This is an optimization exercise on Yosys and OpenROAD, whose aim is small area and a short achievable clock period, not a production implementation.
RTL that was checked went through simulation tests only; none was proved equivalent to the original.
Power and IR drop assume default switching activity.

==> inputs of run a <==
## dsconv_top
module dsconv_top (
    input  wire        clk,
    input  wire        rst,
    input  wire        start,
    input  wire [47:0] input_pixels,         
    output wire [6:0]  input_pixel_addr,
    output wire [11:0] output_pixel,
    output wire [6:0]  output_pixel_addr,
    output wire [1:0]  output_filter,
    output wire        ready,
    output wire        done
);
export LEC_CHECK = 0
export CAP_MARGIN = 20
export CORE_MARGIN = 2
export CORE_UTILIZATION = 65
export CTS_CLUSTER_DIAMETER = 100
export CTS_CLUSTER_SIZE = 30
export SLEW_MARGIN = 20
create_clock -name core_clock -period 11.0 [get_ports {clk}]
standard.sh (not shown) runs the stock make flow with config.mk's settings and CLKGATE_MAP_FILE= SYNTH_SCRIPT=/design/flow/synth_recipe.tcl, a recipe that flattens the netlist after the stock synthesis.
==> flow/flow/run.sh <==
#!/bin/bash
# The standard layout (the standard.sh: standard synthesis and the ORFS
# steps), with two changes to how it optimises, not to what it is given:
#  - repair_timing aims for 7.7 ns of setup slack at the 11 ns clock, so that
#    paths are sped up well below the clock period;
#  - the input and output port buffers are buf_2 cells, not the delay cells
#    buffer_ports would pick.
set -euo pipefail
bash standard.sh SETUP_SLACK_MARGIN=7.7 "BUFFER_PORTS_ARGS=-buffer_cell sky130_fd_sc_hd__buf_2" finish > standard.log 2>&1
==> run b: changes against run a <==
--- a/flow/design.v
+++ b/flow/design.v
@@ -6,39 +6,34 @@
     input  wire [47:0] input_pixels,         
     output wire [6:0]  input_pixel_addr,
     output wire [11:0] output_pixel,
     output wire [6:0]  output_pixel_addr,
     output wire [1:0]  output_filter,
     output wire        ready,
     output wire        done
 );
-    reg  [8:0] icnt;
-    reg  [6:0] ia;
+    reg  [8:0] cnt;
     reg        hold;      
     reg        done_r;
     wire       take = start && !hold;
     always @(posedge clk) begin
         if (rst) begin
-            icnt <= 9'd1;
-            ia   <= 7'd0;
+            cnt  <= 9'd0;
             hold <= 1'b0;
         end else begin
-            if (take) begin
-                icnt <= icnt + 9'd1;
-                ia   <= icnt[6:0];
-            end
+            if (take) cnt <= cnt + 9'd1;
             if (hold) begin
                 if (done_r) hold <= 1'b0;
-            end else if (take && icnt == 9'd0) begin
+            end else if (take && cnt == 9'd511) begin
                 hold <= 1'b1;
             end
         end
     end
-    assign input_pixel_addr = ia;
+    assign input_pixel_addr = cnt[6:0];
     reg [47:0]          x0;
     reg [34*48-1:0]      dl;     
     reg                 v1;
     reg [4-1:0]           v1e;
     integer i;
     always @(posedge clk) begin
         x0  <= input_pixels;
         v1  <= take && !rst;
@@ -983,22 +978,22 @@
     end
     always @(posedge clk) begin
         for (c = 0; c < 4; c = c + 1) begin
             if (dsum[c][16] != dsum[c][15]) u3[c*12 +: 12] <= dsum[c][16] ? 12'h000 : 12'hfff;
             else                          u3[c*12 +: 12] <= {~dsum[c][15], dsum[c][14:4]};
         end
         v3 <= v2 && !rst;
     end
-    reg  [8:0] oa;
-    reg  [8:0] nx;
+    reg  [8:0] oc;
     reg  [3:0] fsel;
     reg  [1:0] nfb;
     reg        ready_r;
     reg        v4, v5, v6;
+    wire [8:0] oc_next = oc + 9'd1;
     wire pw_0 = ((fsel[1] & u3[1]) | (fsel[2] & ~u3[1]) | (fsel[3] & u3[0])) ^ ((fsel[2] & ~u3[0])) ^ ((fsel[0] & ~u3[13]));
     wire pw_1 = (((fsel[1] & u3[1]) | (fsel[2] & ~u3[1]) | (fsel[3] & u3[0])) & ((fsel[2] & ~u3[0]))) | (((fsel[1] & u3[1]) | (fsel[2] & ~u3[1]) | (fsel[3] & u3[0])) & ((fsel[0] & ~u3[13]))) | (((fsel[2] & ~u3[0])) & ((fsel[0] & ~u3[13])));
     wire pw_2 = ((fsel[0] & ~u3[0]) | (fsel[1] & u3[2]) | (fsel[2] & ~u3[2]) | (fsel[3] & u3[1])) ^ ((fsel[2] & ~u3[1])) ^ ((fsel[0] & ~u3[14]) | (fsel[1] & u3[12]) | (fsel[3] & ~u3[12]));
     wire pw_3 = (((fsel[0] & ~u3[0]) | (fsel[1] & u3[2]) | (fsel[2] & ~u3[2]) | (fsel[3] & u3[1])) & ((fsel[2] & ~u3[1]))) | (((fsel[0] & ~u3[0]) | (fsel[1] & u3[2]) | (fsel[2] & ~u3[2]) | (fsel[3] & u3[1])) & ((fsel[0] & ~u3[14]) | (fsel[1] & u3[12]) | (fsel[3] & ~u3[12]))) | (((fsel[2] & ~u3[1])) & ((fsel[0] & ~u3[14]) | (fsel[1] & u3[12]) | (fsel[3] & ~u3[12])));
     wire pw_4 = ((fsel[0] & u3[25]) | (fsel[1] & ~u3[25]) | (fsel[2] & u3[26]) | (fsel[3] & ~u3[26])) ^ ((fsel[2] & u3[25]));
     wire pw_5 = ((fsel[0] & u3[25]) | (fsel[1] & ~u3[25]) | (fsel[2] & u3[26]) | (fsel[3] & ~u3[26])) & ((fsel[2] & u3[25]));
     wire pw_6 = ((fsel[0] & ~u3[1]) | (fsel[1] & u3[3]) | (fsel[2] & ~u3[3]) | (fsel[3] & u3[2])) ^ ((fsel[2] & ~u3[2])) ^ ((fsel[0] & ~u3[15]) | (fsel[1] & u3[13]) | (fsel[3] & ~u3[13]));
     wire pw_7 = (((fsel[0] & ~u3[1]) | (fsel[1] & u3[3]) | (fsel[2] & ~u3[3]) | (fsel[3] & u3[2])) & ((fsel[2] & ~u3[2]))) | (((fsel[0] & ~u3[1]) | (fsel[1] & u3[3]) | (fsel[2] & ~u3[3]) | (fsel[3] & u3[2])) & ((fsel[0] & ~u3[15]) | (fsel[1] & u3[13]) | (fsel[3] & ~u3[13]))) | (((fsel[2] & ~u3[2])) & ((fsel[0] & ~u3[15]) | (fsel[1] & u3[13]) | (fsel[3] & ~u3[13])));
@@ -1220,36 +1215,34 @@
         bnc <= {bn_45, bn_43, bn_41, bn_39, bn_37, bn_35, bn_33, bn_31, bn_29, bn_27, bn_25, bn_23, bn_21, bn_20, 1'b0};
         v6  <= v5 && !rst;
     end
     wire [14:0] t7 = bns + bnc;
     reg  [11:0] out_r;
     always @(posedge clk) begin
         out_r <= t7[14:3];
         if (rst) begin
-            oa      <= 9'd511;
-            nx      <= 9'd0;
+            oc      <= 9'd511;
             fsel    <= 4'b1000;
             nfb     <= 2'b00;
             ready_r <= 1'b0;
             done_r  <= 1'b0;
         end else begin
             if (v6) begin
-                oa   <= nx;
-                nx   <= nx + 9'd1;
-                fsel <= 4'b0001 << nx[8:7];
-                nfb  <= ~nx[8:7];
+                oc   <= oc_next;
+                fsel <= 4'b0001 << oc_next[8:7];
+                nfb  <= ~oc_next[8:7];
             end
-            ready_r <= v6 && nx[6:4] >= 3'd2 && nx[3:0] >= 4'd2;
-            done_r  <= ready_r && nx == 9'd0;
+            ready_r <= v6 && oc_next[6:4] >= 3'd2 && oc_next[3:0] >= 4'd2;
+            done_r  <= ready_r && oc == 9'd511;
         end
     end
     assign output_pixel      = out_r;
-    assign output_pixel_addr = oa[6:0];
-    assign output_filter     = oa[8:7];
+    assign output_pixel_addr = oc[6:0];
+    assign output_filter     = oc[8:7];
     assign ready             = ready_r;
     assign done              = done_r;
 endmodule
 localparam integer PIX_W = 12;
 localparam integer ACC_W = 28;     
 localparam signed [ACC_W-1:0] PIXEL_MAX = (2 ** (12 - 1)) - 1;
 localparam signed [ACC_W-1:0] PIXEL_MIN = -PIXEL_MAX - 1;
 function automatic signed [8-1:0] dw_coeff(input integer c, input integer k);
==> flow/run.sh (new file) <==
#!/bin/bash
# synth_recipe.tcl (not shown) runs the flow's synth.tcl, then flattens the netlist and writes it again
# the make line also repeats each setting of config.mk as NAME=value (left out here)
make -C /OpenROAD-flow-scripts/flow DESIGN_CONFIG=/design/flow/config.mk WORK_HOME=/design/flow/orfs CLKGATE_MAP_FILE= SYNTH_SCRIPT=/design/flow/synth_recipe.tcl finish
==> flow/config.mk (replaced) <==
export PLATFORM = sky130hd
export DESIGN_NAME = dsconv_top
export DESIGN_NICKNAME = dsconv_top
export VERILOG_FILES = /design/flow/design.v
export SDC_FILE = /design/flow/constraint.sdc
export NUM_CORES = 4
export LEC_CHECK = 0
export CAP_MARGIN = 20
export CORE_MARGIN = 2
export CORE_UTILIZATION = 40
export SLEW_MARGIN = 20
removed: flow/flow/run.sh
removed: flow/standard.sh
==> run c: changes against run a <==
--- a/flow/design.v
+++ b/flow/design.v
@@ -6,39 +6,34 @@
     input  wire [47:0] input_pixels,         
     output wire [6:0]  input_pixel_addr,
     output wire [11:0] output_pixel,
     output wire [6:0]  output_pixel_addr,
     output wire [1:0]  output_filter,
     output wire        ready,
     output wire        done
 );
-    reg  [8:0] icnt;
-    reg  [6:0] ia;
+    reg  [8:0] cnt;
     reg        hold;      
     reg        done_r;
     wire       take = start && !hold;
     always @(posedge clk) begin
         if (rst) begin
-            icnt <= 9'd1;
-            ia   <= 7'd0;
+            cnt  <= 9'd0;
             hold <= 1'b0;
         end else begin
-            if (take) begin
-                icnt <= icnt + 9'd1;
-                ia   <= icnt[6:0];
-            end
+            if (take) cnt <= cnt + 9'd1;
             if (hold) begin
                 if (done_r) hold <= 1'b0;
-            end else if (take && icnt == 9'd0) begin
+            end else if (take && cnt == 9'd511) begin
                 hold <= 1'b1;
             end
         end
     end
-    assign input_pixel_addr = ia;
+    assign input_pixel_addr = cnt[6:0];
     reg [47:0]          x0;
     reg [34*48-1:0]      dl;     
     reg                 v1;
     reg [4-1:0]           v1e;
     integer i;
     always @(posedge clk) begin
         x0  <= input_pixels;
         v1  <= take && !rst;
@@ -983,22 +978,22 @@
     end
     always @(posedge clk) begin
         for (c = 0; c < 4; c = c + 1) begin
             if (dsum[c][16] != dsum[c][15]) u3[c*12 +: 12] <= dsum[c][16] ? 12'h000 : 12'hfff;
             else                          u3[c*12 +: 12] <= {~dsum[c][15], dsum[c][14:4]};
         end
         v3 <= v2 && !rst;
     end
-    reg  [8:0] oa;
-    reg  [8:0] nx;
+    reg  [8:0] oc;
     reg  [3:0] fsel;
     reg  [1:0] nfb;
     reg        ready_r;
     reg        v4, v5, v6;
+    wire [8:0] oc_next = oc + 9'd1;
     wire pw_0 = ((fsel[1] & u3[1]) | (fsel[2] & ~u3[1]) | (fsel[3] & u3[0])) ^ ((fsel[2] & ~u3[0])) ^ ((fsel[0] & ~u3[13]));
     wire pw_1 = (((fsel[1] & u3[1]) | (fsel[2] & ~u3[1]) | (fsel[3] & u3[0])) & ((fsel[2] & ~u3[0]))) | (((fsel[1] & u3[1]) | (fsel[2] & ~u3[1]) | (fsel[3] & u3[0])) & ((fsel[0] & ~u3[13]))) | (((fsel[2] & ~u3[0])) & ((fsel[0] & ~u3[13])));
     wire pw_2 = ((fsel[0] & ~u3[0]) | (fsel[1] & u3[2]) | (fsel[2] & ~u3[2]) | (fsel[3] & u3[1])) ^ ((fsel[2] & ~u3[1])) ^ ((fsel[0] & ~u3[14]) | (fsel[1] & u3[12]) | (fsel[3] & ~u3[12]));
     wire pw_3 = (((fsel[0] & ~u3[0]) | (fsel[1] & u3[2]) | (fsel[2] & ~u3[2]) | (fsel[3] & u3[1])) & ((fsel[2] & ~u3[1]))) | (((fsel[0] & ~u3[0]) | (fsel[1] & u3[2]) | (fsel[2] & ~u3[2]) | (fsel[3] & u3[1])) & ((fsel[0] & ~u3[14]) | (fsel[1] & u3[12]) | (fsel[3] & ~u3[12]))) | (((fsel[2] & ~u3[1])) & ((fsel[0] & ~u3[14]) | (fsel[1] & u3[12]) | (fsel[3] & ~u3[12])));
     wire pw_4 = ((fsel[0] & u3[25]) | (fsel[1] & ~u3[25]) | (fsel[2] & u3[26]) | (fsel[3] & ~u3[26])) ^ ((fsel[2] & u3[25]));
     wire pw_5 = ((fsel[0] & u3[25]) | (fsel[1] & ~u3[25]) | (fsel[2] & u3[26]) | (fsel[3] & ~u3[26])) & ((fsel[2] & u3[25]));
     wire pw_6 = ((fsel[0] & ~u3[1]) | (fsel[1] & u3[3]) | (fsel[2] & ~u3[3]) | (fsel[3] & u3[2])) ^ ((fsel[2] & ~u3[2])) ^ ((fsel[0] & ~u3[15]) | (fsel[1] & u3[13]) | (fsel[3] & ~u3[13]));
     wire pw_7 = (((fsel[0] & ~u3[1]) | (fsel[1] & u3[3]) | (fsel[2] & ~u3[3]) | (fsel[3] & u3[2])) & ((fsel[2] & ~u3[2]))) | (((fsel[0] & ~u3[1]) | (fsel[1] & u3[3]) | (fsel[2] & ~u3[3]) | (fsel[3] & u3[2])) & ((fsel[0] & ~u3[15]) | (fsel[1] & u3[13]) | (fsel[3] & ~u3[13]))) | (((fsel[2] & ~u3[2])) & ((fsel[0] & ~u3[15]) | (fsel[1] & u3[13]) | (fsel[3] & ~u3[13])));
@@ -1220,36 +1215,34 @@
         bnc <= {bn_45, bn_43, bn_41, bn_39, bn_37, bn_35, bn_33, bn_31, bn_29, bn_27, bn_25, bn_23, bn_21, bn_20, 1'b0};
         v6  <= v5 && !rst;
     end
     wire [14:0] t7 = bns + bnc;
     reg  [11:0] out_r;
     always @(posedge clk) begin
         out_r <= t7[14:3];
         if (rst) begin
-            oa      <= 9'd511;
-            nx      <= 9'd0;
+            oc      <= 9'd511;
             fsel    <= 4'b1000;
             nfb     <= 2'b00;
             ready_r <= 1'b0;
             done_r  <= 1'b0;
         end else begin
             if (v6) begin
-                oa   <= nx;
-                nx   <= nx + 9'd1;
-                fsel <= 4'b0001 << nx[8:7];
-                nfb  <= ~nx[8:7];
+                oc   <= oc_next;
+                fsel <= 4'b0001 << oc_next[8:7];
+                nfb  <= ~oc_next[8:7];
             end
-            ready_r <= v6 && nx[6:4] >= 3'd2 && nx[3:0] >= 4'd2;
-            done_r  <= ready_r && nx == 9'd0;
+            ready_r <= v6 && oc_next[6:4] >= 3'd2 && oc_next[3:0] >= 4'd2;
+            done_r  <= ready_r && oc == 9'd511;
         end
     end
     assign output_pixel      = out_r;
-    assign output_pixel_addr = oa[6:0];
-    assign output_filter     = oa[8:7];
+    assign output_pixel_addr = oc[6:0];
+    assign output_filter     = oc[8:7];
     assign ready             = ready_r;
     assign done              = done_r;
 endmodule
 localparam integer PIX_W = 12;
 localparam integer ACC_W = 28;     
 localparam signed [ACC_W-1:0] PIXEL_MAX = (2 ** (12 - 1)) - 1;
 localparam signed [ACC_W-1:0] PIXEL_MIN = -PIXEL_MAX - 1;
 function automatic signed [8-1:0] dw_coeff(input integer c, input integer k);
==> flow/run.sh (new file) <==
#!/bin/bash
# synth_recipe.tcl (not shown) runs the flow's synth.tcl, then flattens the netlist and writes it again
# the make line also repeats each setting of config.mk as NAME=value (left out here)
make -C /OpenROAD-flow-scripts/flow DESIGN_CONFIG=/design/flow/config.mk WORK_HOME=/design/flow/orfs CLKGATE_MAP_FILE= SYNTH_SCRIPT=/design/flow/synth_recipe.tcl finish
removed: flow/flow/run.sh
removed: flow/standard.sh
==> run d: changes against run a <==
==> flow/flow/run.sh (replaced) <==
#!/bin/bash
# The standard layout (the standard.sh: standard synthesis and the ORFS
# steps), with two changes to how it optimises, not to what it is given:
#  - repair_timing aims for 7.4 ns of setup slack at the 11 ns clock, so that
#    paths are sped up well below the clock period;
#  - the input and output port buffers are buf_2 cells, not the delay cells
#    buffer_ports would pick.
set -euo pipefail
bash standard.sh SETUP_SLACK_MARGIN=7.4 "BUFFER_PORTS_ARGS=-buffer_cell sky130_fd_sc_hd__buf_2" finish > standard.log 2>&1
==> comparison table <==
item	run a	run d	run c	run b
Status	finished clean	finished clean	finished clean	finished clean
# clk buffers	135	135	128	250
Tap cell count	1500	1500	1500	2464
Area growth syn-to-layout	7.10%	6.25%	6.63%	14.5%
Worst Skew	29.3 ps	26.6 ps	33.6 ps	64.1 ps
Sink count of the clock tree	1972	1972	1956	1956
Post-synthesis adder-cell area fraction	15.5%	15.5%	15.5%	15.5%
Switching part of the total	28.4%	28.4%	28.3%	27.4%
Distinct cells, synth	74	74	73	73
Beginning of the worst register-to-register path	dl[1546]	fsel[3]	fsel[3]	fsel[3]
Total via count in the routed design	29800	29600	29200	30300
Power after layout	16.7 mW	16.7 mW	16.3 mW	19.8 mW
Sw power	4.75 mW	4.73 mW	4.62 mW	5.43 mW
Xor/xnor share of the synthesized area	0.784%	0.784%	0.832%	0.832%
CP max stage cell	dfxtp_4	fa_1	clkinv_1	clkinv_1
Termination of the worst setup path	done	pws[3]	pws[3]	pws[7]
Worst-path clk slew	110 ps	110 ps	110 ps	60 ps
Only the layout flow was run in run b and run c; the RTL was not checked for function there.

-- port drivers added, routing unchanged --
No port has a modelled driver above. Below, the same layouts with a new extraction and two added sets of constraints.
Step 1 sets driving cells, clkbuf_16 on the clock port and buf_2 on the other inputs (assumed; they add their load-dependent delay and slew).
Step 2 moves the port delays by t, midway between the first and last clock arrival at a register: inputs arrive t later, outputs are due t later. That takes back most of the time a late clock gives input paths.
a / b / c = no drivers / after step 1 / after step 2; a / b = the first two.
run	t (ns)	setup slack, ns	worst register clock-pin slew, ns
run a	0.738	7.607 / 7.540 / 7.180	0.11 / 0.11
run b	0.876	6.886 / 6.849 / 6.886	0.06 / 0.06
run c	0.745	6.923 / 6.923 / 6.923	0.12 / 0.12
run d	0.734	7.521 / 7.472 / 7.164	0.11 / 0.11
After both steps setup and hold are still met in every run listed. For run a, which loses most, drivers alone change the setup slack by -0.067 ns; drivers and shift together by -0.427 ns.
